Background: an optimization exercise with open tools, aiming at small area, a short achievable clock period and few clock cycles per item. Do not read the settings as production practice. RTL that was checked went through simulation tests only; none was proved equivalent to the original. Function not checked in runs 2 and 3: the RTL went through the layout flow alone. Power and IR drop assume default switching activity.

==> flow/run.sh <==
#!/bin/bash
# synth_recipe.tcl (not shown) runs the flow's synth.tcl, then flattens the netlist and writes it again
# the make line also repeats each setting of config.mk as NAME=value (left out here)
make -C /OpenROAD-flow-scripts/flow DESIGN_CONFIG=/design/flow/config.mk WORK_HOME=/design/flow/orfs CLKGATE_MAP_FILE= SYNTH_SCRIPT=/design/flow/synth_recipe.tcl finish
==> flow/config.mk <==
export PLATFORM = sky130hd
export DESIGN_NAME = scalar_kalman_filter
export DESIGN_NICKNAME = scalar_kalman_filter
export VERILOG_FILES = /design/flow/design.v
export SDC_FILE = /design/flow/constraint.sdc
export NUM_CORES = 4
export LEC_CHECK = 0
export CAP_MARGIN = 20
export CORE_MARGIN = 2
export CORE_UTILIZATION = 40
export SLEW_MARGIN = 20
==> flow/constraint.sdc <==
create_clock -name core_clock -period 11.0 [get_ports {clk}]
set_input_delay 2.2000 -clock core_clock [delete_from_list [all_inputs] [get_ports {clk}]]
set_output_delay 2.2000 -clock core_clock [all_outputs]
set_load 0.01 [all_outputs]
==> flow/design.v <==
module scalar_kalman_filter (
  input  logic                 clk,
  input  logic                 rst,
  input  logic                 cfg_we,
  input  logic [2:0]           cfg_index,
  input  logic [31:0]          cfg_data,
  input  logic                 obs_valid,
  output logic                 obs_ready,
  input  logic [31:0]          obs_observation,
  input  logic                 obs_restart,
  output logic                 res_valid,
  input  logic                 res_ready,
  output logic [31:0]          res_estimate,
  output logic [16:0]          res_gain,
  output logic [31:0]          res_error_variance
);
  logic [31:0] cfg_r, cfg_q, cfg_x0, cfg_p0;
  logic [31:0] est_q, var_q;
  logic [16:0] gain_q;
  logic        res_vld;
  logic [31:0] obs_q;
  logic        obs_rs_q;
  logic        obs_full;
  logic        busy;
  logic [3:0]  cnt;
  logic [32:0] rem;       
  logic [32:0] den;       
  logic [31:0] pm_q;      
  logic [32:0] dif;       
  logic        r0_q;      
  logic        one_q;     
  logic [15:0] kd;        
  logic [1:0]  qd_q;      
  logic [49:0] xacc;      
  logic [48:0] uacc;      
  logic fin, fire, start, accept, iter, acc;
  assign fin    = busy && (cnt == 4'd9);
  assign fire   = fin && !res_vld;
  assign start  = obs_full && (fire || !busy);
  assign obs_ready = !obs_full || start;
  assign accept = obs_valid && obs_ready;
  assign iter   = busy && !cnt[3];
  assign acc    = busy && (cnt != 4'd0) && (cnt != 4'd9);
  logic        xcorr;
  logic [31:0] est_new, var_new;
  assign xcorr   = dif[32] && (xacc[15:0] != 16'd0);
  assign est_new = xacc[47:16] + {31'd0, xcorr};
  assign var_new = uacc[47:16];
  logic [31:0] x_b, p_b;
  logic [32:0] dif_nx;
  logic [32:0] pm_raw;
  logic [33:0] den_raw;
  logic [32:0] den_sat;
  logic [31:0] pm_nx;
  logic [32:0] den_nx;
  logic        r0, one_nx;
  assign x_b    = obs_rs_q ? cfg_x0 : est_new;
  assign p_b    = obs_rs_q ? cfg_p0 : var_new;
  assign dif_nx = obs_rs_q ? ({obs_q[31], obs_q} - {cfg_x0[31], cfg_x0})
                           : ({obs_q[31], obs_q} + ~xacc[48:16] + {32'd0, !xcorr});
  assign pm_raw  = {1'b0, p_b} + {1'b0, cfg_q};
  assign den_raw = {2'b0, p_b} + {2'b0, cfg_q} + {2'b0, cfg_r};
  assign den_sat = {1'b0, 32'hFFFF_FFFF} + {1'b0, cfg_r};
  assign pm_nx   = pm_raw[32] ? 32'hFFFF_FFFF : pm_raw[31:0];
  assign den_nx  = pm_raw[32] ? den_sat : den_raw[32:0];
  assign r0      = (cfg_r == 32'd0);
  assign one_nx  = r0 && (pm_nx != 32'd0);
  logic [35:0] r4, t1, t2, t3;
  logic [1:0]  qd;
  logic [32:0] rem_nx;
  assign r4 = {1'b0, rem, 2'b00};
  assign t1 = r4 - {3'b0, den};
  assign t2 = r4 - {2'b0, den, 1'b0};
  assign t3 = r4 - {3'b0, den} - {2'b0, den, 1'b0};
  always_comb begin
    if (r0_q) begin
      qd = 2'd0;
    end else if (!t3[35]) begin
      qd = 2'd3;
    end else if (!t2[35]) begin
      qd = 2'd2;
    end else if (!t1[35]) begin
      qd = 2'd1;
    end else begin
      qd = 2'd0;
    end
  end
  always_comb begin
    unique case (qd)
      2'd3:    rem_nx = t3[32:0];
      2'd2:    rem_nx = t2[32:0];
      2'd1:    rem_nx = t1[32:0];
      default: rem_nx = r4[32:0];
    endcase
  end
  logic [49:0] xacc_nx;
  logic [48:0] uacc_nx;
  assign xacc_nx = {xacc[47:0], 2'b00}
                 + (qd_q[1] ? {{16{dif[32]}}, dif, 1'b0} : 50'd0)
                 + (qd_q[0] ? {{17{dif[32]}}, dif} : 50'd0);
  assign uacc_nx = {uacc[46:0], 2'b00}
                 - (qd_q[1] ? {16'd0, pm_q, 1'b0} : 49'd0)
                 - (qd_q[0] ? {17'd0, pm_q} : 49'd0);
  always_ff @(posedge clk) begin
    if (rst) begin
      cfg_r  <= 32'd65536;
      cfg_q  <= 32'd655;
      cfg_x0 <= 32'd0;
      cfg_p0 <= 32'd65536;
    end else if (cfg_we) begin
      case (cfg_index)
        3'd0: cfg_r  <= cfg_data;
        3'd1: cfg_q  <= cfg_data;
        3'd2: cfg_x0 <= cfg_data;
        3'd3: cfg_p0 <= cfg_data;
        default: ;
      endcase
    end
  end
  always_ff @(posedge clk) begin
    if (rst) begin
      obs_full <= 1'b0;
    end else if (accept) begin
      obs_full <= 1'b1;
    end else if (start) begin
      obs_full <= 1'b0;
    end
  end
  always_ff @(posedge clk) begin
    if (accept) begin
      obs_q    <= obs_observation;
      obs_rs_q <= obs_restart;
    end
  end
  always_ff @(posedge clk) begin
    if (rst) begin
      busy <= 1'b0;
      cnt  <= 4'd0;
    end else if (start) begin
      busy <= 1'b1;
      cnt  <= 4'd0;
    end else if (fire) begin
      busy <= 1'b0;
    end else if (busy && !fin) begin
      cnt  <= cnt + 4'd1;
    end
  end
  always_ff @(posedge clk) begin
    if (rst) begin
      res_vld <= 1'b0;
    end else if (fire) begin
      res_vld <= 1'b1;
    end else if (res_ready) begin
      res_vld <= 1'b0;
    end
  end
  always_ff @(posedge clk) begin
    if (fire) begin
      est_q  <= est_new;
      var_q  <= var_new;
      gain_q <= {one_q, kd};
    end
  end
  always_ff @(posedge clk) begin
    if (rst) begin
      xacc <= 50'd0;
      uacc <= {17'd1, 32'd0};
      dif  <= 33'd0;
    end else if (start) begin
      xacc <= one_nx ? {{18{obs_q[31]}}, obs_q} : {{18{x_b[31]}}, x_b};
      uacc <= one_nx ? 49'd0 : {17'd0, pm_nx};
      dif  <= dif_nx;
    end else if (acc) begin
      xacc <= xacc_nx;
      uacc <= uacc_nx;
    end
  end
  always_ff @(posedge clk) begin
    if (start) begin
      rem   <= {1'b0, pm_nx};
      den   <= den_nx;
      pm_q  <= pm_nx;
      r0_q  <= r0;
      one_q <= one_nx;
      kd    <= 16'd0;
      qd_q  <= 2'd0;
    end else if (iter) begin
      rem   <= rem_nx;
      kd    <= {kd[13:0], qd};
      qd_q  <= qd;
    end
  end
  assign res_valid          = res_vld;
  assign res_estimate       = est_q;
  assign res_gain           = gain_q;
  assign res_error_variance = var_q;
endmodule
==> results of run 1 <==
final cells by class:
| class | count | share of cell area [%] |
|---|---|---|
| clock buffer | 74 | 3.76 |
| sequential | 495 | 27.2 |
| multi-input combinational | 3746 | 57.7 |
| timing repair buffer | 196 | 4.25 |
| inverter | 302 | 2.57 |
| tap | 1287 | 3.63 |
| clock inverter | 38 | 0.923 |
cells in the mapped netlist (all sizes together), types with 15 or more instances:
cell / instances / share of area [%]
o31ai: 21 / 0.41
or3: 28 / 0.44
fa: 117 / 5.9
o21a: 57 / 1.1
dfxtp: 282 / 14
a221o: 17 / 0.43
clkbuf: 171 / 1.6
a211oi: 84 / 1.6
ha: 312 / 9.9
nand3: 102 / 1.3
o21ai: 279 / 3.5
a211o: 15 / 0.33
a21o: 164 / 3.1
mux2: 32 / 0.91
a21oi: 518 / 6.6
xor2: 128 / 2.8
or2: 23 / 0.36
nand4: 35 / 0.56
a22oi: 26 / 0.49
mux2i: 24 / 0.61
and2: 29 / 0.46
edfxtp: 213 / 16
nand2: 714 / 6.8
and3: 40 / 0.65
buf: 26 / 0.30
o21bai: 28 / 0.53
o211ai: 31 / 0.59
a31oi: 34 / 0.58
inv: 301 / 2.9
nor3: 88 / 1.1
nor2: 275 / 2.6
nor4: 30 / 0.48
a221oi: 27 / 0.60
nand2b: 58 / 0.92
nor2b: 36 / 0.57
xnor2: 181 / 4.0
o22ai: 24 / 0.38
flip-flops by register name (all words and copies together) (netlist names), 33 cells and up:
name,count
rem,33
den,33
xacc,49
uacc,48
dif,33
critical path, delay by kind of cell, from the launching register on:
kind / cells / cell delay, ns
compound gates: 10 / 2.60
xor+xnor: 1 / 0.15
flops: 1 / 0.44
buf+inv: 2 / 0.56
simple gates: 10 / 2.52
fa+ha+maj: 2 / 0.68
worst paths after layout:
| path | startpoint | endpoint | slack, ns |
|---|---|---|---|
| max | rem[0] | rem[3] | 3.84 |
| max reg2reg | rem[0] | rem[3] | 3.84 |
| min reg2reg | kd[14] | gain_q[14] | 0.43 |
| min | kd[14] | gain_q[14] | 0.43 |
cells in the final DEF (no fill, tap or decap), types with 33 or more instances in the layout:
cell type / synthesis / routed
inv_1: 301 / 300
nand2_1: 714 / 712
xnor2_1: 181 / 181
xor2_1: 128 / 128
clkdlybuf4s50_1: 0 / 154
ha_1: 312 / 312
a21oi_1: 517 / 516
and3_1: 39 / 38
fa_1: 117 / 117
dfxtp_1: 282 / 280
a211oi_1: 84 / 83
buf_4: 0 / 39
a31oi_1: 33 / 33
nor2b_1: 36 / 35
edfxtp_1: 213 / 213
nand4_1: 35 / 35
clkbuf_16: 0 / 62
nor3_1: 87 / 86
nand3_1: 102 / 102
nor2_1: 274 / 271
o21a_1: 56 / 56
nand2b_1: 58 / 58
o21ai_0: 273 / 272
a21o_1: 164 / 163
cell families after synthesis:
group	count (synthesis)	synth area share (%)
compound gates	1447	23.2
xor+xnor	309	6.86
fa+ha+maj	429	15.8
buf+inv	499	4.81
flops	495	30.5
mux	56	1.52
simple gates	1505	17.3
per-layer routing:
layer | track usage [%] | vias to the layer above
met4 | 8.59 | 0
li1 | - | 17100
met2 | 41.9 | 1195
met3 | 3.04 | 209
met1 | 36.7 | 17100
met5 | 0 | -
power groups by stage:
| stage | combinational (mW) | sequential [mW] | clock, mW |
|---|---|---|---|
| CTS | 3.25 | 2.18 | 2.16 |
| finish | 3.30 | 2.19 | 2.12 |
| global route | 3.62 | 2.20 | 2.22 |
| floorplan | 2.41 | 2.15 | 0 |
| global placement | 3.23 | 2.22 | 0 |
| detailed placement | 3.22 | 2.22 | 0 |
metrics by stage:
| step | power (mW) | area (µm²) | cells | setup slack, ns | hold slack, ns |
|---|---|---|---|---|---|
| 3_5_place_dp | 5.44 | 42300 | 6026 | 3.99 | 0.421 |
| 2_1_floorplan | 4.56 | 39400 | 4740 | 2.38 | 0.400 |
| 4_1_cts | 7.59 | 44300 | 6138 | 3.95 | 0.435 |
| 5_1_grt | 8.04 | 44300 | 6138 | 3.43 | 0.449 |
| 6_report | 7.60 | 44300 | 6138 | 3.84 | 0.434 |
| 3_3_place_gp | 5.45 | 42300 | 6026 | 4.28 | 0.416 |
==> results.toml, run 1 <==
[clocking]
htree_levels = 2
clkSlewWorstSetupHoldPaths_ns = 0.06
clk_latency_ns = 0.69
cts_tree = "yes"
post_cts_buffers = 0
ctsHoldBuffers = 0
root_buffer = "clkbuf_16"
cts_resized = 0
clock_sinks = 495
cts_buffers = 59
clockBufferDepth = 3

[critical_path]
crit_slowest_cell = "nor2b_2"
critPathArrivalTime_ns = 7.63
end_kind = "flip-flop"
critical_path_class = "flip-flop to flip-flop"
crit_required_ns = 11.47
r2r_cells = 25
cpPeakStageDelay_ns = 0.53
start_kind = "flip-flop"
worstPathMaxFanout = 18

[timing]
setup_viol = 0
maxSlewViolCount = 0
relSlewSlack_pct = 31.1
clock_skew_ns = 0.0352
report.final.hold_viol_count = 0
fmax_mhz = 140
worst_pin_slew_ns = 1.03
layout_min_cycle_time_ns = 7.16
finalSetupTns_ns = 0
min_period_over_period_pct = 65.1
rsz0062_at_grt = "no"

[power_and_ir_drop]
leakagePower_nw = 18.0
pwr-share-seq_pct = 28.7
power_frac_clock_pct = 27.9
combPwrFrac_pct = 43.4
vdd_ir_drop_max_mv = 0.124
p_sw_share_pct = 39.8
p_sw_mw = 3.03
intPower_mw = 4.58
p_per_area_nw_per_um2 = 171

[route]
ant_nets = 0
drt_iter0_drc = 3141
top_layer = "met4"
dr.pass1.iters = 6
routed_wl_um = 136000
routed_via_density = 5.80
num_vias = 35600
wl_met1_um = 61900
routed-wl-met2_um = 61300
wl_per_cell_um = 22.2
wl_met3_um = 8320
drc = 0

[placed_design]
place.gp.congestion = 0.940
hpwl_um = 103000
io_buffers = 155

[floorplan]
die_w_um = 318
rows = 115
io_pins = 156
die_area_um2 = 101000
design.core.area_um2 = 98000
die_y_um = 318
start_util_pct = 40.2

[logic_synthesis]
synthCells = 4740
ys_ff_latch = 495
yosys_warnings = 1
synth_area_um2 = 39400
ys.flop_type = "dfxtp_1"
synth_cell_types = 92
synth-edff-count = 213
avgSynthCellArea_um2 = 8.32
syn-num-nets = 5242
async_reset_ff_share_pct = 0
yosysSeqAreaShare_pct = 30.5

[layout]
final_nets = 5302
seq_area_um2 = 12000
area_growth_pct = 12.4
fill_cells = 9611
drive_above_1_share_pct = 4.99
num_antenna_cells = 0
final_core_util_pct = 45.3
multi_input_area_um2 = 25600

[global_routing]
grt_pass1_vias = 33800
grt_pass1_wl_um = 207000
antenna_found_initial = 5
grt.overflow.total = 0
grt_max_degree = 181
grt_use_total_pct = 26.2

[flow_run]
maxCapViolCount = 0

[worst_hold_path]
worst_hold_path.num_cells = 0
hold_class = "flip-flop to flip-flop"

[run_status]
status = "finished clean"
Testbench counts, summed over its fixed seeds: cycles 16,024, items 1,600.
==> run 2, diff against run 1 <==
--- a/flow/design.v
+++ b/flow/design.v
@@ -15,8 +15,6 @@
   output logic [31:0]          res_error_variance
 );
   logic [31:0] cfg_r, cfg_q, cfg_x0, cfg_p0;
-  logic [31:0] est_q, var_q;
-  logic [16:0] gain_q;
   logic        res_vld;
   logic [31:0] obs_q;
   logic        obs_rs_q;
@@ -35,9 +33,9 @@
   logic [48:0] uacc;      
   logic fin, fire, start, accept, iter, acc;
   assign fin    = busy && (cnt == 4'd9);
-  assign fire   = fin && !res_vld;
+  assign fire   = fin && res_ready;
   assign start  = obs_full && (fire || !busy);
-  assign obs_ready = !obs_full || start;
+  assign obs_ready = !obs_full;
   assign accept = obs_valid && obs_ready;
   assign iter   = busy && !cnt[3];
   assign acc    = busy && (cnt != 4'd0) && (cnt != 4'd9);
@@ -59,19 +57,27 @@
   assign dif_nx = obs_rs_q ? ({obs_q[31], obs_q} - {cfg_x0[31], cfg_x0})
                            : ({obs_q[31], obs_q} + ~xacc[48:16] + {32'd0, !xcorr});
   assign pm_raw  = {1'b0, p_b} + {1'b0, cfg_q};
-  assign den_raw = {2'b0, p_b} + {2'b0, cfg_q} + {2'b0, cfg_r};
+  logic [33:0] dn_s, dn_c;
+  assign dn_s    = {2'b0, p_b ^ cfg_q ^ cfg_r};
+  assign dn_c    = {1'b0, (p_b & cfg_q) | (p_b & cfg_r) | (cfg_q & cfg_r), 1'b0};
+  assign den_raw = dn_s + dn_c;
   assign den_sat = {1'b0, 32'hFFFF_FFFF} + {1'b0, cfg_r};
   assign pm_nx   = pm_raw[32] ? 32'hFFFF_FFFF : pm_raw[31:0];
   assign den_nx  = pm_raw[32] ? den_sat : den_raw[32:0];
   assign r0      = (cfg_r == 32'd0);
-  assign one_nx  = r0 && (pm_nx != 32'd0);
+  assign one_nx  = r0 && ((p_b != 32'd0) || (cfg_q != 32'd0));
   logic [35:0] r4, t1, t2, t3;
   logic [1:0]  qd;
   logic [32:0] rem_nx;
   assign r4 = {1'b0, rem, 2'b00};
   assign t1 = r4 - {3'b0, den};
   assign t2 = r4 - {2'b0, den, 1'b0};
-  assign t3 = r4 - {3'b0, den} - {2'b0, den, 1'b0};
+  logic [35:0] t3a, t3b, t3s, t3c;
+  assign t3a = ~{3'b0, den};
+  assign t3b = ~{2'b0, den, 1'b0};
+  assign t3s = r4 ^ t3a ^ t3b;
+  assign t3c = {(r4[34:0] & t3a[34:0]) | (r4[34:0] & t3b[34:0]) | (t3a[34:0] & t3b[34:0]), 1'b1};
+  assign t3 = t3s + t3c + 36'd1;
   always_comb begin
     if (r0_q) begin
       qd = 2'd0;
@@ -95,12 +101,20 @@
   end
   logic [49:0] xacc_nx;
   logic [48:0] uacc_nx;
-  assign xacc_nx = {xacc[47:0], 2'b00}
-                 + (qd_q[1] ? {{16{dif[32]}}, dif, 1'b0} : 50'd0)
-                 + (qd_q[0] ? {{17{dif[32]}}, dif} : 50'd0);
-  assign uacc_nx = {uacc[46:0], 2'b00}
-                 - (qd_q[1] ? {16'd0, pm_q, 1'b0} : 49'd0)
-                 - (qd_q[0] ? {17'd0, pm_q} : 49'd0);
+  logic [49:0] xa, xb, xs3, xc3;
+  logic [48:0] ua, ub, us3, uc3;
+  assign xa  = {xacc[47:0], 2'b00};
+  assign xb  = qd_q[1] ? {{16{dif[32]}}, dif, 1'b0} : 50'd0;
+  assign xs3 = xa ^ xb ^ (qd_q[0] ? {{17{dif[32]}}, dif} : 50'd0);
+  assign xc3 = {(xa[48:0] & xb[48:0]) | ((xa[48:0] | xb[48:0]) & (qd_q[0] ? {{16{dif[32]}}, dif} : 49'd0)), 1'b0};
+  assign xacc_nx = xs3 + xc3;
+  assign ua  = {uacc[46:0], 2'b00};
+  assign ub  = qd_q[1] ? ~{16'd0, pm_q, 1'b0} : 49'd0;
+  logic [48:0] u3;
+  assign u3  = qd_q[0] ? ~{17'd0, pm_q} : 49'd0;
+  assign us3 = ua ^ ub ^ u3;
+  assign uc3 = {(ua[47:0] & ub[47:0]) | ((ua[47:0] | ub[47:0]) & u3[47:0]), qd_q[1]};
+  assign uacc_nx = us3 + uc3 + {48'd0, qd_q[0]};
   always_ff @(posedge clk) begin
     if (rst) begin
       cfg_r  <= 32'd65536;
@@ -148,17 +162,10 @@
   always_ff @(posedge clk) begin
     if (rst) begin
       res_vld <= 1'b0;
-    end else if (fire) begin
+    end else if (busy && (cnt == 4'd8)) begin
       res_vld <= 1'b1;
     end else if (res_ready) begin
       res_vld <= 1'b0;
-    end
-  end
-  always_ff @(posedge clk) begin
-    if (fire) begin
-      est_q  <= est_new;
-      var_q  <= var_new;
-      gain_q <= {one_q, kd};
     end
   end
   always_ff @(posedge clk) begin
@@ -191,7 +198,7 @@
     end
   end
   assign res_valid          = res_vld;
-  assign res_estimate       = est_q;
-  assign res_gain           = gain_q;
-  assign res_error_variance = var_q;
+  assign res_estimate       = est_new;
+  assign res_gain           = {one_q, kd};
+  assign res_error_variance = var_new;
 endmodule
==> results.toml, run 2 <==
[clocking]
clock_sinks = 414
root_buffer = "clkbuf_16"
cts_resized = 0
clockBufferDepth = 3
cts_buffers = 51
htree_levels = 2
clkSlewWorstSetupHoldPaths_ns = 0.06
ctsHoldBuffers = 0
cts_tree = "yes"
post_cts_buffers = 0
clk_latency_ns = 0.64

[critical_path]
start_kind = "flip-flop"
end_kind = "output port"
crit_chain = "nor4_1, nand4_1, and2_1, ha_1, nand3_1, or4b_1, nor4_4, nand4_1, xnor2_1, clkdlybuf4s50_1"
setup.worst_path.end = "res_estimate[31]"
crit_required_ns = 8.80
r2r_cells = 14
worstPathMaxFanout = 6
r2r-end = "den[26]"
critPathArrivalTime_ns = 4.19
r2r_setup_slack_ns = 5.35
cpPeakStageDelay_ns = 0.72
crit_top_cell = "nand4_1"
startpoint = "xacc[14]"
crit_slowest_cell = "or4b_1"
critical_path_class = "flip-flop to output port"
reg2reg_from = "obs_rs_q"

[floorplan]
die_y_um = 315
design.core.area_um2 = 95300
rows = 113
io_pins = 156
start_util_pct = 40.5
die_w_um = 315
die_area_um2 = 99000

[timing]
finalSetupTns_ns = 0
setup_viol = 0
worst_pin_slew_ns = 1.24
min_period_over_period_pct = 58.1
fmax_mhz = 157
report.final.hold_viol_count = 0
maxSlewViolCount = 0
rsz0062_at_grt = "no"
relSlewSlack_pct = 16.2
clock_skew_ns = 0.0337
layout_min_cycle_time_ns = 6.39

[placed_design]
dpl-instance-area_um2 = 41100
place.gp.congestion = 0.967
hpwl_um = 106000
io_buffers = 155

[logic_synthesis]
synth.top_cell.area_share_pct = 14.6
synth-edff-count = 132
async_reset_ff_share_pct = 0
synthTopCellsByArea = "dfxtp_1 15%, ha_1 11%, edfxtp_1 10%"
yosysSeqAreaShare_pct = 24.9
avgSynthCellArea_um2 = 8.21
syn-num-nets = 5262
yosys_warnings = 1
synth_common_cells = "582 x nand2_1, 478 x a21oi_1, 327 x ha_1, 310 x nor2_1, 282 x dfxtp_1"
ys.flop_type = "dfxtp_1"
synth_most_common_cell = "nand2_1"
synth_area_um2 = 38600
synthCells = 4700
synth_cell_types = 91
ys_ff_latch = 414
yosysTopAreaCell = "dfxtp_1"

[route]
wl_per_cell_um = 22.9
wl_met1_um = 61100
wl_met3_um = 10700
drt_iter0_drc = 3602
top_layer = "met5"
routed-wl-met2_um = 60300
drc = 0
ant_nets = 0
num_vias = 35800
dr.pass1.iters = 8
routed_wl_um = 138000
routed_via_density = 5.95

[worst_hold_path]
holdCritStartpoint = "cfg_x0[29]"
hold_class = "flip-flop to flip-flop"

[power_and_ir_drop]
vdd_ir_drop_max_mv = 0.136
combPwrFrac_pct = 56.7
intPower_mw = 4.71
report.power.total_mw = 8.76
pwr-share-seq_pct = 23.8
p_per_area_nw_per_um2 = 205
p_sw_share_pct = 46.2
power_frac_clock_pct = 19.5
p_sw_mw = 4.05
leakagePower_nw = 17.7

[layout]
area_growth_pct = 10.7
final_cell_area_um2 = 42700
most-common-layout-cells = "580 x nand2_1, 478 x a21oi_1, 327 x ha_1, 306 x nor2_1, 280 x dfxtp_1"
final_nets = 5275
top_regs = "xacc x49, uacc x48"
final_common_cell = "nand2_1"
largest_register = "xacc"
num_antenna_cells = 0
largest_register_ffs = 49
drive_above_1_share_pct = 4.42

[global_routing]
grt_pass1_wl_um = 209000
grt_max_degree = 132
grt_use_total_pct = 27.3
grt.overflow.total = 0
grt_pass1_vias = 33900
antenna_found_initial = 8

[run_status]
status = "finished clean"

[flow_run]
maxCapViolCount = 0
[run 2: changes by cell type in the layout (fill, tap and decap cells not counted), sizes merged, moves of 36 or more]
| cell | previous run | this run |
|---|---|---|
| nand2 | 714 | 582 |
| inv | 305 | 212 |
| edfxtp | 213 | 132 |
| nor2b | 36 | 104 |
| and2 | 29 | 81 |
| fa | 117 | 162 |
| a21oi | 518 | 478 |
| nor2 | 275 | 311 |
[run 2: cell families after synthesis]
logic type | after synthesis | share of synthesized area, %
buffers and inverters | 444 | 4.71
DFF | 414 | 24.9
muxes | 51 | 1.42
and+or+nand+nor | 1533 | 18.9
adders and majority gates | 489 | 19.0
xor gates and xnor gates | 316 | 7.17
AOI/OAI and AO/OA | 1453 | 23.9
[run 2: worst min path at each step]
stage	end	slack, ns	depth (start not counted)
2_1_floorplan	cfg_p0[20]	0.43	2
3_3_place_gp	cfg_p0[20]	0.44	2
3_5_place_dp	cfg_x0[29]	0.45	2
4_1_cts	cfg_x0[29]	0.45	2
5_1_grt	cfg_x0[10]	0.47	2
6_report	cfg_x0[29]	0.45	2
[run 2: critical path, delay by kind of cell (launching register included)]
kind	cells	cell delay [ns]
simple gates	7	2.08
buf+inv	1	0.59
flops	1	0.39
xor+xnor	1	0.31
fa+ha+maj	1	0.19
[run 2: final cells by class]
type | count | area, µm²
Sequential cell | 414 | 9620
Timing Repair Buffer | 192 | 1840
Clock buffer | 66 | 1440
Multi-Input combinational cell | 3842 | 27200
Clock inverter | 28 | 216
Inverter | 212 | 801
Fill cell | 9577 | 52600
Tap cell | 1265 | 1580
[run 2: routing by layer]
layer	up-vias	track usage, %
li1	17000	-
met1	17200	37.8
met2	1370	42.5
met3	273	4.39
met4	4	10.4
met5	-	0
[run 2: power by group through the flow]
stage,sequential [mW],combinational [mW],clock (mW)
floorplan,1.99,3.58,0
global placement,2.11,4.84,0
detailed placement,2.11,4.84,0
CTS,2.08,4.88,1.74
global route,2.10,5.45,1.78
finish,2.09,4.96,1.71
[run 2: through the flow]
step	utilization [%]	worst slack, ns	cells	hold WS (ns)
finish	44.8	4.61	6019	0.454
global route	44.8	4.39	6019	0.472
CTS	44.8	4.60	6018	0.455
detailed placement	43.1	5.32	5924	0.446
global placement	43.1	5.30	5924	0.440
floorplan	-	5.28	4700	0.433
==> run 3, diff against run 2 <==
--- a/flow/config.mk
+++ b/flow/config.mk
@@ -8,4 +8,5 @@
 export CAP_MARGIN = 20
 export CORE_MARGIN = 2
 export CORE_UTILIZATION = 40
+export SETUP_SLACK_MARGIN = 5
 export SLEW_MARGIN = 20
==> results.toml, run 3 <==
[run_status]
status = "finished clean"

[route]
routed_wl_um = 138000
wl_per_cell_um = 22.9
dr.pass1.iters = 6
drt_iter0_drc = 3590
ant_nets = 0
drc = 0
routed_via_density = 5.94
num_vias = 35800

[floorplan]
start_util_pct = 40.5
die_y_um = 315
die_w_um = 315
rows = 113
die_area_um2 = 99000
io_pins = 156
design.core.area_um2 = 95300

[layout]
stdcell_count = 6025
area_growth_pct = 11.0
most-common-layout-cells = "580 x nand2_1, 478 x a21oi_1, 327 x ha_1, 306 x nor2_1, 279 x dfxtp_1"
largest_register_ffs = 49
top_regs = "xacc x49, uacc x48"
largest_register = "xacc"
final_core_util_pct = 45.0
final_cell_area_um2 = 42900
final_nets = 5281
num_antenna_cells = 0
drive_above_1_share_pct = 4.77
final_common_cell = "nand2_1"

[placed_design]
placedCellCount = 5924
hpwl_um = 106000
io_buffers = 155
dpl-instance-area_um2 = 41100
place.gp.congestion = 0.967

[global_routing]
grt_pass1_wl_um = 209000
grt_use_total_pct = 27.3
grt_pass1_vias = 33900
antenna_found_initial = 8
grt.overflow.total = 0
grt_max_degree = 132

[timing]
finalSetupTns_ns = 0
relSlewSlack_pct = 14.3
setup_viol = 0
whs_ns = 0.455
worst_pin_slew_ns = 1.27
rsz0062_at_grt = "yes"
fmax_mhz = 169
layout_min_cycle_time_ns = 5.93
maxSlewViolCount = 0
report.final.hold_viol_count = 0
min_period_over_period_pct = 53.9
clock_skew_ns = 0.0359

[logic_synthesis]
synth_cell_types = 91
async_reset_ff_share_pct = 0
yosysTopAreaCell = "dfxtp_1"
ys.flop_type = "dfxtp_1"
synth.top_cell.area_share_pct = 14.6
synth_common_cells = "582 x nand2_1, 478 x a21oi_1, 327 x ha_1, 310 x nor2_1, 282 x dfxtp_1"
avgSynthCellArea_um2 = 8.21
synthTopCellsByArea = "dfxtp_1 15%, ha_1 11%, edfxtp_1 10%"
yosys_warnings = 1
yosysSeqAreaShare_pct = 24.9
synth_area_um2 = 38600
ys_ff_latch = 414
synthCells = 4700
synth_most_common_cell = "nand2_1"
syn-num-nets = 5262
synth-edff-count = 132

[clocking]
clock_sinks = 414
cts_tree = "yes"
clk_latency_ns = 0.64
htree_levels = 2
cts_buffers = 51
clkSlewWorstSetupHoldPaths_ns = 0.06
clockBufferDepth = 3
root_buffer = "clkbuf_16"

[worst_hold_path]
hold_class = "flip-flop to flip-flop"
min_to = "cfg_p0[25]"
worst_hold_path.num_cells = 2
holdCritStartpoint = "cfg_p0[25]"

[critical_path]
worstPathMaxFanout = 6
reg2reg_from = "obs_rs_q"
crit_required_ns = 8.80
start_kind = "flip-flop"
r2r_setup_slack_ns = 5.38
end_kind = "output port"
critical_path_class = "flip-flop to output port"
r2r-end = "uacc[25]"
critPathArrivalTime_ns = 3.73
r2r_cells = 18

[power_and_ir_drop]
p_per_area_nw_per_um2 = 204
vdd_ir_drop_max_mv = 0.137
leakagePower_nw = 17.9

[flow_run]
maxCapViolCount = 0
## run 3: logic make-up (layout without fill, tap and decap cells)
kind of cell / after synthesis / in the layout / share of synthesized area, %
simple gates: 1533 / 1533 / 18.9
compound gates: 1453 / 1453 / 23.9
fa+ha+maj: 489 / 489 / 19.0
buf+inv: 444 / 504 / 4.71
flops: 414 / 414 / 24.9
xor+xnor: 316 / 316 / 7.17
mux: 51 / 51 / 1.42
## run 3: cell type report
class	count	area, µm²
Clock buffer	66	1440
Clock inverter	28	216
Fill cell	9563	52400
Inverter	212	801
Multi-Input combinational cell	3842	27300
Sequential cell	414	9620
Tap cell	1265	1580
Timing Repair Buffer	198	1900
## run 3: power by group
group	switching, mW	internal, mW
logic	3.02	1.94
clock network	0.741	0.968
registers	0.283	1.80
total	4.05	4.71
## run 3: metrics by stage
| stage | setup WS (ns) | total power, mW |
|---|---|---|
| 5_1_grt | 4.93 | 9.34 |
| 6_report | 5.07 | 8.76 |
| 4_1_cts | 4.90 | 8.70 |
| 2_1_floorplan | 5.28 | 5.56 |
| 3_5_place_dp | 5.32 | 6.95 |
| 3_3_place_gp | 5.30 | 6.95 |
## run 3: timing repair
action	4_1_cts	5_1_grt
buffers inserted	1	5
setup endpoints to repair	17	16
gates resized for setup	5	13
pin swaps	3	8
hold buffers	0	0
## run 3: critical path, stage by stage (launching register included)
cell and delay (ns):
dfxtp_1 0.41, nor4_2 0.08, nand4_1 0.15, and2_1 0.17
ha_1 0.19, nand3_1 0.16, or4b_4 0.65, nor4_4 0.33
buf_4 0.18, xnor2_1 0.18, clkdlybuf4s50_1 0.61
## run 3: worst max-delay path by stage
stage / cells after the start / to / from / slack (ns)
after floorplan: 9 / rem[22] / res_ready / 5.28
after global placement: 10 / res_estimate[31] / xacc[3] / 5.30
after detailed placement: 10 / res_estimate[31] / xacc[12] / 5.32
after CTS: 10 / res_estimate[31] / xacc[3] / 4.90
after global routing: 10 / res_estimate[23] / xacc[1] / 4.93
final: 10 / res_estimate[23] / xacc[3] / 5.07
## run 3: per-layer routing
layer	vias up	GRT usage, %	part of all wire [%]
li1	17000	-	-
met3	292	4.41	7.8
met2	1334	42.4	44
met4	4	10.6	4.2
met5	-	0	0.021
met1	17200	37.8	44
==> run 4, diff against run 3 <==
--- a/flow/design.v
+++ b/flow/design.v
@@ -35,7 +35,7 @@
   assign fin    = busy && (cnt == 4'd9);
   assign fire   = fin && res_ready;
   assign start  = obs_full && (fire || !busy);
-  assign obs_ready = !obs_full;
+  assign obs_ready = !obs_full || start;
   assign accept = obs_valid && obs_ready;
   assign iter   = busy && !cnt[3];
   assign acc    = busy && (cnt != 4'd0) && (cnt != 4'd9);
@@ -65,7 +65,7 @@
   assign pm_nx   = pm_raw[32] ? 32'hFFFF_FFFF : pm_raw[31:0];
   assign den_nx  = pm_raw[32] ? den_sat : den_raw[32:0];
   assign r0      = (cfg_r == 32'd0);
-  assign one_nx  = r0 && ((p_b != 32'd0) || (cfg_q != 32'd0));
+  assign one_nx  = r0 && (pm_nx != 32'd0);
   logic [35:0] r4, t1, t2, t3;
   logic [1:0]  qd;
   logic [32:0] rem_nx;
--- a/flow/config.mk
+++ b/flow/config.mk
@@ -8,5 +8,4 @@
 export CAP_MARGIN = 20
 export CORE_MARGIN = 2
 export CORE_UTILIZATION = 40
-export SETUP_SLACK_MARGIN = 5
 export SLEW_MARGIN = 20
==> results.toml, run 4 <==
[layout]
largest_register = "xacc"
final_nets = 5275
most-common-layout-cells = "595 x nand2_1, 492 x a21oi_1, 327 x ha_1, 306 x o21ai_0, 291 x nor2_1"
final_core_util_pct = 44.9
largest_register_ffs = 49
num_antenna_cells = 0
top_regs = "xacc x49, uacc x48"
area_growth_pct = 10.8
drive_above_1_share_pct = 4.37
final_common_cell = "nand2_1"

[clocking]
htree_levels = 2
cts_tree = "yes"
cts_buffers = 51
ctsHoldBuffers = 0
clkSlewWorstSetupHoldPaths_ns = 0.06
cts_resized = 0
root_buffer = "clkbuf_16"
clock_sinks = 414
post_cts_buffers = 0
clk_latency_ns = 0.63
clockBufferDepth = 3

[timing]
maxSlewViolCount = 0
setup_viol = 0
min_period_over_period_pct = 58.0
worst_pin_slew_ns = 1.11
layout_min_cycle_time_ns = 6.38
report.final.hold_viol_count = 0
whs_ns = 0.454
rsz0062_at_grt = "no"
clock_skew_ns = 0.0267
finalSetupTns_ns = 0
fmax_mhz = 157
relSlewSlack_pct = 26.0

[floorplan]
die_y_um = 315
design.core.area_um2 = 95300
rows = 113
start_util_pct = 40.5
die_area_um2 = 99000
die_w_um = 315
io_pins = 156

[critical_path]
startpoint = "res_ready"
crit_required_ns = 8.80
cpPeakStageDelay_ns = 0.58
critical-path-top-delay-family = "buffers and inverters"
reg2reg_from = "obs_rs_q"
r2r_cells = 17
end_kind = "output port"
setup.worst_path.end = "obs_ready"
cp_num_buf_inv = 4
critical_path_class = "input port to output port"
critPathArrivalTime_ns = 4.18
worst-path-stages = 6
r2r_setup_slack_ns = 4.63
r2r-end = "xacc[41]"
worstPathMaxFanout = 3
crit_chain = "clkdlybuf4s50_1, inv_1, o31ai_1, inv_1, nand2_1, clkdlybuf4s50_1"
crit_slowest_cell = "clkdlybuf4s50_1"
start_kind = "input port"

[logic_synthesis]
ys.flop_type = "dfxtp_1"
yosysSeqAreaShare_pct = 24.9
yosys_warnings = 1
synth_cell_types = 82
yosysTopAreaCell = "dfxtp_1"
synth.top_cell.area_share_pct = 14.6
synth_area_um2 = 38600
async_reset_ff_share_pct = 0
synthTopCellsByArea = "dfxtp_1 15%, ha_1 11%, edfxtp_1 10%"
synthCells = 4692
synth_common_cells = "597 x nand2_1, 494 x a21oi_1, 327 x ha_1, 306 x o21ai_0, 297 x nor2_1"
ys_ff_latch = 414
syn-num-nets = 5254
synth_most_common_cell = "nand2_1"
synth-edff-count = 132
avgSynthCellArea_um2 = 8.23

[route]
num_vias = 35600
dr.pass1.iters = 6
routed_wl_um = 134000
routed_via_density = 5.91
wl_per_cell_um = 22.3
drc = 0
drt_iter0_drc = 3413
ant_nets = 0

[global_routing]
grt_pass1_vias = 33600
grt_max_degree = 96
grt_use_total_pct = 26.5
grt_pass1_wl_um = 205000
antenna_found_initial = 1
grt.overflow.total = 0

[placed_design]
place.gp.congestion = 0.951
io_buffers = 155
hpwl_um = 105000

[worst_hold_path]
hold_class = "flip-flop to flip-flop"

[power_and_ir_drop]
p_per_area_nw_per_um2 = 169
leakagePower_nw = 17.5
vdd_ir_drop_max_mv = 0.105

[flow_run]
maxCapViolCount = 0

[run_status]
status = "finished clean"
==> run 4: changes by cell type after synthesis, sizes merged, moves of 16 or more <==
cell    before  now
a221oi      39   15
a21oi      478  494
mux2i       21   46
o21a        35   60
a21o       161  131
nor4        47   26
xnor2      191  209
nand3       90   73
xor2       125  101
a211oi     109   71
==> run 4: per-stage QoR <==
stage | setup slack (ns) | std cells | power (mW) | instance area [µm²]
floorplan | 5.22 | 4692 | 4.47 | 38600
global placement | 4.60 | 5924 | 5.46 | 41100
detailed placement | 4.61 | 5924 | 5.48 | 41100
CTS | 4.58 | 6019 | 7.20 | 42700
global route | 4.21 | 6020 | 7.69 | 42800
finish | 4.62 | 6020 | 7.24 | 42800
==> run 4: worst min-delay path by stage <==
stage / from / to / slack (ns) / cells after the start
6_report: cfg_p0[12] / cfg_p0[12] / 0.45 / 2
5_1_grt: cfg_p0[10] / cfg_p0[10] / 0.47 / 2
4_1_cts: cfg_p0[27] / cfg_p0[27] / 0.45 / 2
3_5_place_dp: cfg_p0[27] / cfg_p0[27] / 0.44 / 2
3_3_place_gp: cfg_p0[31] / cfg_p0[31] / 0.44 / 2
2_1_floorplan: dif[21] / dif[21] / 0.43 / 2
==> run 4: worst reg2reg max path: stages (launching register included) <==
cell	delay, ns
edfxtp_1	0.83
buf_4	0.64
mux2_2	0.44
ha_1	0.41
nand2_1	0.10
o21ai_0	0.35
nand2_1	0.11
o211ai_1	0.13
o21ai_0	0.18
a21oi_1	0.79
a2111oi_0	0.14
and4_1	0.27
a41oi_4	0.16
buf_4	0.42
buf_4	0.60
mux2i_1	0.18
buf_4	0.23
a2111o_1	0.30
==> run 4: per-layer routing <==
metal  wire [µm]  track usage (%)  up-vias  part of all wire, %
met5           0                0        -                    0
met4        3650             7.06        0                  2.7
met3        8940             4.12      211                  6.7
met2       60500             42.2     1245                   45
met1       61000             37.2    17200                   45
li1            -                -    16900                    -
==> run 4: power by group <==
group          switching, mW  internal [mW]
clock                  0.737          0.965
combinational           2.15           1.43
sequential             0.210           1.74
==> run 4: cell families (layout without fill, tap and decap cells) <==
kind of cell / after synthesis / count (layout) / share of synthesized area, %
AND/OR/NAND/NOR: 1482 / 1482 / 18.0
AO/OA/AOI/OAI: 1477 / 1477 / 24.2
adder cells (fa/ha/maj): 489 / 489 / 19.0
buffers and inverters: 438 / 501 / 4.61
flip-flops: 414 / 414 / 24.9
XOR/XNOR: 310 / 310 / 7.03
multiplexers: 82 / 82 / 2.24
==> run 4: final cells by class <==
cell class	instances	area, µm²
fill	9557	52500
multi-input combinational	3840	27300
sequential	414	9620
timing repair buffer	194	1870
tap	1265	1580
clock buffer	70	1450
inverter	212	801
clock inverter	25	185
Testbench counts of run 4, summed over its fixed seeds: cycles 16,016, items 1,600.
==> run 5, diff against run 4 <==
--- a/flow/design.v
+++ b/flow/design.v
@@ -35,14 +35,12 @@
   assign fin    = busy && (cnt == 4'd9);
   assign fire   = fin && res_ready;
   assign start  = obs_full && (fire || !busy);
-  assign obs_ready = !obs_full || start;
+  assign obs_ready = !obs_full;
   assign accept = obs_valid && obs_ready;
   assign iter   = busy && !cnt[3];
   assign acc    = busy && (cnt != 4'd0) && (cnt != 4'd9);
-  logic        xcorr;
   logic [31:0] est_new, var_new;
-  assign xcorr   = dif[32] && (xacc[15:0] != 16'd0);
-  assign est_new = xacc[47:16] + {31'd0, xcorr};
+  assign est_new = xacc[47:16];
   assign var_new = uacc[47:16];
   logic [31:0] x_b, p_b;
   logic [32:0] dif_nx;
@@ -55,7 +53,7 @@
   assign x_b    = obs_rs_q ? cfg_x0 : est_new;
   assign p_b    = obs_rs_q ? cfg_p0 : var_new;
   assign dif_nx = obs_rs_q ? ({obs_q[31], obs_q} - {cfg_x0[31], cfg_x0})
-                           : ({obs_q[31], obs_q} + ~xacc[48:16] + {32'd0, !xcorr});
+                           : ({obs_q[31], obs_q} - xacc[48:16]);
   assign pm_raw  = {1'b0, p_b} + {1'b0, cfg_q};
   logic [33:0] dn_s, dn_c;
   assign dn_s    = {2'b0, p_b ^ cfg_q ^ cfg_r};
@@ -65,7 +63,7 @@
   assign pm_nx   = pm_raw[32] ? 32'hFFFF_FFFF : pm_raw[31:0];
   assign den_nx  = pm_raw[32] ? den_sat : den_raw[32:0];
   assign r0      = (cfg_r == 32'd0);
-  assign one_nx  = r0 && (pm_nx != 32'd0);
+  assign one_nx  = r0 && ((p_b != 32'd0) || (cfg_q != 32'd0));
   logic [35:0] r4, t1, t2, t3;
   logic [1:0]  qd;
   logic [32:0] rem_nx;
@@ -103,7 +101,7 @@
   logic [48:0] uacc_nx;
   logic [49:0] xa, xb, xs3, xc3;
   logic [48:0] ua, ub, us3, uc3;
-  assign xa  = {xacc[47:0], 2'b00};
+  assign xa  = {xacc[47:0], dif[32], dif[32]};
   assign xb  = qd_q[1] ? {{16{dif[32]}}, dif, 1'b0} : 50'd0;
   assign xs3 = xa ^ xb ^ (qd_q[0] ? {{17{dif[32]}}, dif} : 50'd0);
   assign xc3 = {(xa[48:0] & xb[48:0]) | ((xa[48:0] | xb[48:0]) & (qd_q[0] ? {{16{dif[32]}}, dif} : 49'd0)), 1'b0};
--- a/flow/config.mk
+++ b/flow/config.mk
@@ -7,5 +7,7 @@
 export LEC_CHECK = 0
 export CAP_MARGIN = 20
 export CORE_MARGIN = 2
-export CORE_UTILIZATION = 40
+export CORE_UTILIZATION = 60
+export SETUP_SLACK_MARGIN = 5
 export SLEW_MARGIN = 20
+export TNS_END_PERCENT = 100
==> results.toml, run 5 <==
[run_status]
status = "finished clean"

[critical_path]
worst-path-stages = 14
cpPeakStageDelay_ns = 0.70
crit_slowest_cell = "and2_1"
start_kind = "flip-flop"
r2r_cells = 14
critical-path-top-delay-family = "simple AND/OR/NAND/NOR gates"
critPathArrivalTime_ns = 5.99
crit_required_ns = 11.45
end_kind = "flip-flop"
worstPathMaxFanout = 18
critical_path_class = "flip-flop to flip-flop"
crit_chain = "inv_1, fa_1, ha_1, and3_1, a221oi_1, o21ba_2, o21bai_1, a31o_2, nand4_1, a21o_1, and2_1, nand2_1, or3_1, a31oi_1"
cp_num_buf_inv = 1

[route]
routed_wl_um = 121000
drt_iter0_drc = 3300
routed_via_density = 6.27
num_vias = 34100
wl_per_cell_um = 22.3
dr.pass1.iters = 8
drc = 0
ant_nets = 0

[timing]
finalSetupTns_ns = 0
setup_viol = 0
layout_min_cycle_time_ns = 5.54
fmax_mhz = 181
worst_pin_slew_ns = 1.03
clock_skew_ns = 0.0176
rsz0062_at_grt = "no"
relSlewSlack_pct = 30.3
maxSlewViolCount = 0
report.final.hold_viol_count = 0
min_period_over_period_pct = 50.3

[logic_synthesis]
synthSimpleGateAreaFrac_pct = 17.8
yosysTopAreaCell = "dfxtp_1"
syn-num-nets = 5133
synthCells = 4571
synth.top_cell.area_share_pct = 14.9
synth_compound_area_share_pct = 23.1
yosysSeqAreaShare_pct = 25.4
yosys_warnings = 1
avgSynthCellArea_um2 = 8.28
synth_most_common_cell = "nand2_1"
synthMuxAreaShare_pct = 2.13
ys.flop_type = "dfxtp_1"
synthTopCellsByArea = "dfxtp_1 15%, ha_1 11%, edfxtp_1 10%"
synth_common_cells = "607 x nand2_1, 486 x a21oi_1, 327 x ha_1, 282 x dfxtp_1, 282 x o21ai_0"
synth-edff-count = 132
synth_fa_ha_area_share_pct = 19.4
synth_top_family_by_area = "compound AO/OA/AOI/OAI gates"
synth-xor-area-share_pct = 6.71
ys_ff_latch = 414
synth_area_um2 = 37900
synth_cell_types = 88
async_reset_ff_share_pct = 0

[floorplan]
io_pins = 156
die_w_um = 255
rows = 92
design.core.area_um2 = 62700
die_y_um = 255
die_area_um2 = 65100
start_util_pct = 60.3

[clocking]
htree_levels = 2
cts_buffers = 49
clockBufferDepth = 3
ctsHoldBuffers = 0
root_buffer = "clkbuf_16"
clock_sinks = 414
clkSlewWorstSetupHoldPaths_ns = 0.07
post_cts_buffers = 0
cts_tree = "yes"
clk_latency_ns = 0.61

[global_routing]
grt_use_total_pct = 37.0
gr-max-usage-layer = "met2"
grt.overflow.total = 0
met2_usage_pct = 56.2
grt_pass1_wl_um = 185000
grt_pass1_vias = 31900
antenna_found_initial = 0
met1_usage_pct = 50.8
use_met3_pct = 9.37
grt_max_degree = 144

[placed_design]
hpwl_um = 92700
io_buffers = 155
place.gp.congestion = 0.998
placedCellCount = 5346
dpl-instance-area_um2 = 39500

[layout]
most-common-layout-cells = "606 x nand2_1, 486 x a21oi_1, 327 x ha_1, 281 x o21ai_0, 280 x dfxtp_1"
final_nets = 5114
final_cell_area_um2 = 41300
stdcell_count = 5443
largest_register_ffs = 49
top_regs = "xacc x49, uacc x48"
final_common_cell = "nand2_1"
drive_above_1_share_pct = 4.49
area_growth_pct = 9.13
largest_register = "xacc"

[power_and_ir_drop]
p_per_area_nw_per_um2 = 201
power_frac_clock_pct = 21.7
pwr-share-seq_pct = 24.7
combPwrFrac_pct = 53.6
vdd_ir_drop_max_mv = 0.168
p_sw_mw = 3.65
p_sw_share_pct = 43.9
leakagePower_nw = 17.6
intPower_mw = 4.66

[worst_hold_path]
worst_hold_path.num_cells = 2
hold_class = "flip-flop to flip-flop"

[flow_run]
maxCapViolCount = 0
run 5: cell types whose count changed in the layout (fill, tap and decap cells not counted), moves of 19 or more:
cell	before	now
xor2_1	101	132
a221o_1	22	3
nor2_1	291	254
nand4_1	44	25
o21ai_0	306	281
a21o_1	131	152
xnor2_1	209	158
run 5: stage by stage:
step | power [mW] | util, % | setup slack [ns] | hold slack, ns
2_1_floorplan | 5.25 | - | 5.22 | 0.433
3_3_place_gp | 6.35 | 63.0 | 5.36 | 0.439
3_5_place_dp | 6.40 | 63.0 | 5.27 | 0.444
4_1_cts | 8.22 | 65.8 | 5.41 | 0.454
5_1_grt | 8.84 | 65.8 | 5.06 | 0.469
6_report | 8.30 | 65.9 | 5.46 | 0.453
run 5: layout make-up:
type                            instances  area (µm²)
Inverter                              212         810
Tap cell                              846        1060
Clock buffer                           59        1330
Sequential cell                       414        9620
Fill cell                            5514       21400
Multi-Input combinational cell       3690       26300
Antenna cell                            4        10.0
Clock inverter                         33         417
Timing Repair Buffer                  185        1800
run 5: worst paths after layout:
kind,startpoint,endpoint,slack [ns]
max,den[5],rem[28],5.46
min,cfg_p0[31],cfg_p0[31],0.45
max reg2reg,den[5],rem[28],5.46
min reg2reg,cfg_p0[31],cfg_p0[31],0.45
run 5: per-layer routing:
| metal | part of all wire, % | wire, µm |
|---|---|---|
| met1 | 43 | 52100 |
| met2 | 43 | 51800 |
| met3 | 10 | 12500 |
| met4 | 4.0 | 4800 |
| met5 | 0 | 0 |
run 5: kinds of logic after synthesis:
logic type      Yosys count
simple gates           1436
compound gates         1399
fa+ha+maj               489
buf+inv                 467
flops                   414
xor+xnor                290
mux                      76
run 5: worst min-delay path: stages, from the launching register on:
cell	delay, ns
dfxtp_1	0.31
nand2_1	0.05
a21oi_1	0.05
run 5: timing repair:
item                       CTS  global route
resized for setup            0             2
hold endpoints to repair     0             0
setup endpoints to repair    0             3
run 5: power groups by stage:
stage,clock network (mW),registers (mW),logic (mW)
floorplan,0,1.97,3.29
global placement,0,2.07,4.28
detailed placement,0,2.07,4.32
CTS,1.82,2.04,4.36
global route,1.87,2.07,4.90
finish,1.80,2.05,4.45
Testbench counts of run 5, summed over its fixed seeds: cycles 16,016, items 1,600.
==> run 6, diff against run 5 <==
--- a/flow/config.mk
+++ b/flow/config.mk
@@ -7,7 +7,6 @@
 export LEC_CHECK = 0
 export CAP_MARGIN = 20
 export CORE_MARGIN = 2
-export CORE_UTILIZATION = 60
+export CORE_UTILIZATION = 40
 export SETUP_SLACK_MARGIN = 5
 export SLEW_MARGIN = 20
-export TNS_END_PERCENT = 100
==> results.toml, run 6 <==
[global_routing]
antenna_found_initial = 4
grt_use_total_pct = 25.1
grt_pass1_wl_um = 192000
grt.overflow.total = 0
grt_max_degree = 144
grt_pass1_vias = 32200

[layout]
final_core_util_pct = 44.8
top_regs = "xacc x49, uacc x48"
largest_register_ffs = 49
final_common_cell = "nand2_1"
final_cell_area_um2 = 41900
area_growth_pct = 10.7
final_nets = 5119
most-common-layout-cells = "605 x nand2_1, 486 x a21oi_1, 327 x ha_1, 281 x o21ai_0, 280 x dfxtp_1"
drive_above_1_share_pct = 4.63
largest_register = "xacc"

[power_and_ir_drop]
intPower_mw = 4.69
leakagePower_nw = 17.6
power_frac_clock_pct = 21.9
p_per_area_nw_per_um2 = 201
p_sw_share_pct = 44.3
combPwrFrac_pct = 53.8
pwr-share-seq_pct = 24.3
vdd_ir_drop_max_mv = 0.116
p_sw_mw = 3.74

[logic_synthesis]
yosysTopAreaCell = "dfxtp_1"
synth.top_cell.area_share_pct = 14.9
synth_area_um2 = 37900
avgSynthCellArea_um2 = 8.28
yosys_warnings = 1
synthTopCellsByArea = "dfxtp_1 15%, ha_1 11%, edfxtp_1 10%"
synth-xor-area-share_pct = 6.71
synth_fa_ha_area_share_pct = 19.4
synth_top_family_by_area = "compound AO/OA/AOI/OAI gates"
ys_ff_latch = 414
synth-edff-count = 132
synth_compound_area_share_pct = 23.1
synth_most_common_cell = "nand2_1"
yosysSeqAreaShare_pct = 25.4
synthMuxAreaShare_pct = 2.13
synthCells = 4571
synthSimpleGateAreaFrac_pct = 17.8
synth_common_cells = "607 x nand2_1, 486 x a21oi_1, 327 x ha_1, 282 x dfxtp_1, 282 x o21ai_0"
ys.flop_type = "dfxtp_1"
async_reset_ff_share_pct = 0
syn-num-nets = 5133
synth_cell_types = 88

[critical_path]
critical-path-top-delay-family = "compound AO/OA/AOI/OAI gates"
r2r_cells = 14
crit_required_ns = 11.52
crit_slowest_cell = "o31ai_1"
end_kind = "flip-flop"
worst-path-stages = 14
crit_chain = "buf_4, nor2b_1, fa_1, ha_1, and3_1, nand2_1, or2_2, o31ai_1, o211ai_1, nand2_1, a31oi_1, o41ai_1, xor2_1, a22o_1"
crit_top_cell = "nand2_1"
start_kind = "flip-flop"
reg2reg_from = "kd[0]"
critPathArrivalTime_ns = 6.10
r2r-end = "uacc[43]"
worstPathMaxFanout = 50
cpPeakStageDelay_ns = 0.84
r2r_setup_slack_ns = 5.42
cp_num_buf_inv = 1
critical_path_class = "flip-flop to flip-flop"

[floorplan]
die_w_um = 312
die_y_um = 312
design.core.area_um2 = 93600
rows = 112
start_util_pct = 40.4
io_pins = 156
die_area_um2 = 97100

[clocking]
cts_resized = 0
htree_levels = 2
clockBufferDepth = 3
post_cts_buffers = 0
clock_sinks = 414
clkSlewWorstSetupHoldPaths_ns = 0.06
cts_buffers = 53
clk_latency_ns = 0.63
cts_tree = "yes"
root_buffer = "clkbuf_16"
ctsHoldBuffers = 0

[route]
num_vias = 33800
ant_nets = 0
drt_iter0_drc = 2967
routed_wl_um = 126000
drc = 0
wl_per_cell_um = 21.5
routed_via_density = 5.77
dr.pass1.iters = 8

[worst_hold_path]
worst_hold_path.num_cells = 2
min_to = "cfg_p0[29]"
hold_class = "flip-flop to flip-flop"
holdCritStartpoint = "cfg_p0[29]"

[timing]
relSlewSlack_pct = 23.6
setup_ws_ns = 5.42
whs_ns = 0.451
maxSlewViolCount = 0
rsz0062_at_grt = "no"
finalSetupTns_ns = 0
layout_min_cycle_time_ns = 5.58
fmax_mhz = 179
min_period_over_period_pct = 50.7
report.final.hold_viol_count = 0
setup_viol = 0
clock_skew_ns = 0.0401
worst_pin_slew_ns = 1.13

[placed_design]
place_ws_ns = 5.14
io_buffers = 155
dpl-instance-area_um2 = 40100
place.gp.congestion = 0.936
hpwl_um = 97000

[flow_run]
maxCapViolCount = 0

[run_status]
status = "finished clean"
[run 6: cell counts after synthesis]
No cell type changed its count.
[run 6: worst reg2reg max path, cell delays in order (launching register included)]
cell and delay [ns]:
dfxtp_4 0.55, buf_4 0.65, nor2b_1 0.30, fa_1 0.43
ha_1 0.39, and3_1 0.25, nand2_1 0.06, or2_2 0.28
o31ai_1 0.84, o211ai_1 0.32, nand2_1 0.20, a31oi_1 0.28
o41ai_1 0.62, xor2_1 0.13, a22o_1 0.20
[run 6: cell families after synthesis]
| kind of cell | Yosys count |
|---|---|
| compound gates | 1399 |
| fa+ha+maj | 489 |
| simple gates | 1436 |
| xor+xnor | 290 |
| buf+inv | 467 |
| mux | 76 |
| flops | 414 |
[run 6: worst max-delay path by stage]
stage                          from       end  slack (ns)
after floorplan           res_ready    den[0]        5.22
after global placement    res_ready  xacc[40]        5.17
after detailed placement  res_ready  xacc[33]        5.14
after CTS                     kd[1]  xacc[48]        5.39
after global routing       obs_rs_q   den[31]        5.05
final                         kd[0]  uacc[43]        5.42
[run 6: power by group through the flow]
stage	registers, mW	clock network, mW	logic (mW)
2_1_floorplan	1.97	0	3.29
3_3_place_gp	2.10	0	4.42
3_5_place_dp	2.10	0	4.41
4_1_cts	2.07	1.87	4.44
5_1_grt	2.07	1.93	4.98
6_report	2.05	1.85	4.54
[run 6: final cells by class]
type,instances,area [µm²]
antenna,1,2.50
clock buffer,71,1510
clock inverter,27,313
fill,9536,51700
inverter,212,806
multi-input combinational,3690,26300
sequential,414,9620
tap,1254,1570
timing repair buffer,186,1810
[run 6: routing by layer]
layer	vias up	global-route usage (%)	share of wire, %
li1	16300	-	-
met1	16300	35.2	46
met2	1096	40.3	45
met3	172	3.76	6.8
met4	2	6.52	2.7
met5	-	0	0.010
[run 6: per-stage QoR]
stage          total power [mW]  cells
5_1_grt                    8.98   5854
6_report                   8.43   5855
3_3_place_gp               6.52   5755
3_5_place_dp               6.51   5755
2_1_floorplan              5.25   4571
4_1_cts                    8.39   5853
==> run 7, diff against run 6 <==
--- a/flow/design.v
+++ b/flow/design.v
@@ -52,8 +52,7 @@
   logic        r0, one_nx;
   assign x_b    = obs_rs_q ? cfg_x0 : est_new;
   assign p_b    = obs_rs_q ? cfg_p0 : var_new;
-  assign dif_nx = obs_rs_q ? ({obs_q[31], obs_q} - {cfg_x0[31], cfg_x0})
-                           : ({obs_q[31], obs_q} - xacc[48:16]);
+  assign dif_nx = {obs_q[31], obs_q} - (obs_rs_q ? {cfg_x0[31], cfg_x0} : xacc[48:16]);
   assign pm_raw  = {1'b0, p_b} + {1'b0, cfg_q};
   logic [33:0] dn_s, dn_c;
   assign dn_s    = {2'b0, p_b ^ cfg_q ^ cfg_r};
--- a/flow/config.mk
+++ b/flow/config.mk
@@ -5,8 +5,10 @@
 export SDC_FILE = /design/flow/constraint.sdc
 export NUM_CORES = 4
 export LEC_CHECK = 0
+export ABC_AREA = 1
 export CAP_MARGIN = 20
 export CORE_MARGIN = 2
-export CORE_UTILIZATION = 40
+export CORE_UTILIZATION = 60
 export SETUP_SLACK_MARGIN = 5
 export SLEW_MARGIN = 20
+export TNS_END_PERCENT = 100
==> results.toml, run 7 <==
[layout]
final_nets = 6774
largest_register = "xacc"
area_growth_pct = 7.95
most-common-layout-cells = "1424 x nand2_1, 811 x inv_1, 748 x nor2_1, 521 x o21ai_0, 510 x a21oi_1"
final_common_cell = "nand2_1"
largest_register_ffs = 49
top_regs = "xacc x49, uacc x48"
drive_above_1_share_pct = 2.96
final_core_util_pct = 65.3

[clocking]
cts_buffers = 47
cts_tree = "yes"
clkSlewWorstSetupHoldPaths_ns = 0.06
clockBufferDepth = 3
htree_levels = 2
ctsHoldBuffers = 0
root_buffer = "clkbuf_16"
clk_latency_ns = 0.64
clock_sinks = 414

[timing]
worst_pin_slew_ns = 1.20
report.final.hold_viol_count = 0
maxSlewViolCount = 0
relSlewSlack_pct = 19.0
finalSetupTns_ns = 0
rsz0062_at_grt = "no"
clock_skew_ns = 0.0460
whs_ns = 0.452
fmax_mhz = 174
min_period_over_period_pct = 52.3
layout_min_cycle_time_ns = 5.75
setup_viol = 0

[logic_synthesis]
ys.flop_type = "dfxtp_1"
synth_most_common_cell = "nand2_1"
synth_top_family_by_area = "simple AND/OR/NAND/NOR gates"
synthCells = 6244
async_reset_ff_share_pct = 0
synth_cell_types = 57
synthMuxAreaShare_pct = 0.654
synth_fa_ha_area_share_pct = 16.7
synth_common_cells = "1425 x nand2_1, 812 x inv_1, 751 x nor2_1, 521 x o21ai_0, 510 x a21oi_1"
synth.top_cell.area_share_pct = 13.7
yosysSeqAreaShare_pct = 23.3
yosys_warnings = 1
synthSimpleGateAreaFrac_pct = 28.7
synth_compound_area_share_pct = 17.1
ys_ff_latch = 414
avgSynthCellArea_um2 = 6.62
synth_area_um2 = 41300
synthTopCellsByArea = "dfxtp_1 14%, nand2_1 13%, edfxtp_1 9.6%"
syn-num-nets = 6773
yosysTopAreaCell = "dfxtp_1"
synth-xor-area-share_pct = 3.26
synth-edff-count = 132

[route]
dr.pass1.iters = 7
routed_via_density = 6.25
ant_nets = 0
drc = 0
wl_per_cell_um = 23.7
num_vias = 44800
drt_iter0_drc = 5766
routed_wl_um = 170000

[global_routing]
grt_max_degree = 130
grt_pass1_vias = 41700
grt_pass1_wl_um = 251000
antenna_found_initial = 11
grt.overflow.total = 0
grt_use_total_pct = 46.8

[placed_design]
io_buffers = 155
place.gp.congestion = 1.13
hpwl_um = 136000

[floorplan]
io_pins = 156
die_w_um = 266
design.core.area_um2 = 68300
die_area_um2 = 71000
rows = 96
die_y_um = 266
start_util_pct = 60.5

[power_and_ir_drop]
vdd_ir_drop_max_mv = 0.168
report.power.total_mw = 9.06
p_per_area_nw_per_um2 = 203
leakagePower_nw = 21.4

[flow_run]
maxCapViolCount = 0

[critical_path]
critical_path_class = "flip-flop to flip-flop"
r2r_cells = 12
r2r_setup_slack_ns = 5.25
critPathArrivalTime_ns = 6.05
worstPathMaxFanout = 58
crit_required_ns = 11.30
start_kind = "flip-flop"
end_kind = "flip-flop"

[run_status]
status = "finished clean"

[worst_hold_path]
hold_class = "flip-flop to flip-flop"
worst_hold_path.num_cells = 2
## run 7: changes by cell type in the layout (fill, tap and decap cells not counted), moves of 32 or more
cell      before   now
nor2_1       253   748
inv_1        209   811
nand4_1       25    83
xnor2_1      158    51
o21ai_0      281   521
and2_1        83     1
a21o_1       152    36
a211oi_1      84     3
nand2_1      605  1424
nand3_1       70   402
nor2b_1      101     0
o21ai_1        1    44
nand2b_1      52     0
ha_1         327   295
## run 7: cells by family (layout without fill, tap and decap cells)
logic type	count (synthesis)	count (layout)
DFF	414	414
muxes	27	27
xor gates and xnor gates	154	154
and+or+nand+nor	2843	2843
buffers and inverters	1047	1087
adders and majority gates	456	456
other	0	4
AOI/OAI and AO/OA	1303	1303
## run 7: timing repair
item,CTS,global route
resized for setup,0,2
buffers inserted,0,0
setup endpoints to repair,0,11
## run 7: per-layer routing
layer	track usage (%)	up-vias	share of wire (%)
met5	1.04	-	0.18
met4	29.7	16	7.8
met3	13.5	682	14
met2	68.7	3009	41
met1	60.2	20600	38
li1	-	20500	-
## run 7: power by group
part	internal [mW]	leakage (nW)	switching (mW)	total [mW]
registers	1.81	3.56	0.341	2.15
clock network	0.911	0.806	0.730	1.64
logic	1.71	17.1	3.56	5.28
total	4.43	21.4	4.64	9.06
## run 7: critical path, stage by stage, from the launching register on
cell	delay (ns)
edfxtp_1	0.32
buf_4	0.69
inv_2	0.62
o21ai_1	0.55
ha_1	0.38
nand2_1	0.21
inv_1	0.06
a21oi_1	0.21
a21boi_0	0.21
nand2_1	0.16
nand3_1	0.13
nand3_1	0.72
o21ai_0	1.04
## run 7: path summary, 6_finish.rpt
kind	end	from
hold reg to reg	cfg_p0[1]	cfg_p0[1]
setup / recovery	den[2]	obs_rs_q
setup reg to reg	den[2]	obs_rs_q
hold / removal	cfg_p0[1]	cfg_p0[1]
## run 7: layout make-up
cell class | instances | area, µm²
inverters | 824 | 3110
multi-input cells | 4783 | 27500
flip-flops and latches | 414 | 9610
diodes | 4 | 10.0
well taps | 882 | 1100
clock inverters | 23 | 196
fillers | 6299 | 23700
clock buffers | 65 | 1400
repair buffers | 175 | 1710
## run 7: metrics by stage
step	worst slack (ns)	instance area, µm²	instances
detailed placement	4.68	43000	7077
finish	5.25	44600	7170
global placement	4.77	43000	7077
CTS	5.31	44600	7165
floorplan	5.54	41300	6244
global route	5.09	44600	7166
Testbench counts of run 7, summed over its fixed seeds: cycles 16,016, items 1,600.

==> port drivers added, routing unchanged <==
Ports are ideal in the flow. The routed layouts listed here were re-timed in OpenROAD. Step 1 assumes that a clkbuf_16 drives the clock port and a buf_2 every other input. Step 2 moves the port delays by t, midway between the first and last clock arrival at a register: inputs arrive t later, outputs are due t later. That takes back most of the time a late clock gives input paths. Slacks: no drivers / after step 1 / after step 2; pairs: no drivers / after step 1.
| run | shift t [ns] | setup slack, ns | cell pins on the clock port's net |
|---|---|---|---|
| run 1 | 0.732 | 3.838 / 3.838 / 3.838 | 1 |
| run 2 | 0.690 | 4.610 / 4.547 / 5.237 | 1 |
| run 3 | 0.689 | 5.072 / 5.009 / 5.383 | 1 |
| run 4 | 0.686 | 4.625 / 4.567 / 4.598 | 1 |
| run 5 | 0.672 | 5.463 / 5.463 / 5.224 | 1 |
| run 6 | 0.679 | 5.420 / 5.420 / 5.196 | 1 |
| run 7 | 0.687 | 5.248 / 5.248 / 4.696 | 1 |
After both steps setup and hold are still met in every run listed. For run 7, which loses most, drivers alone change the setup slack by 0.000 ns; drivers and shift together by -0.552 ns.
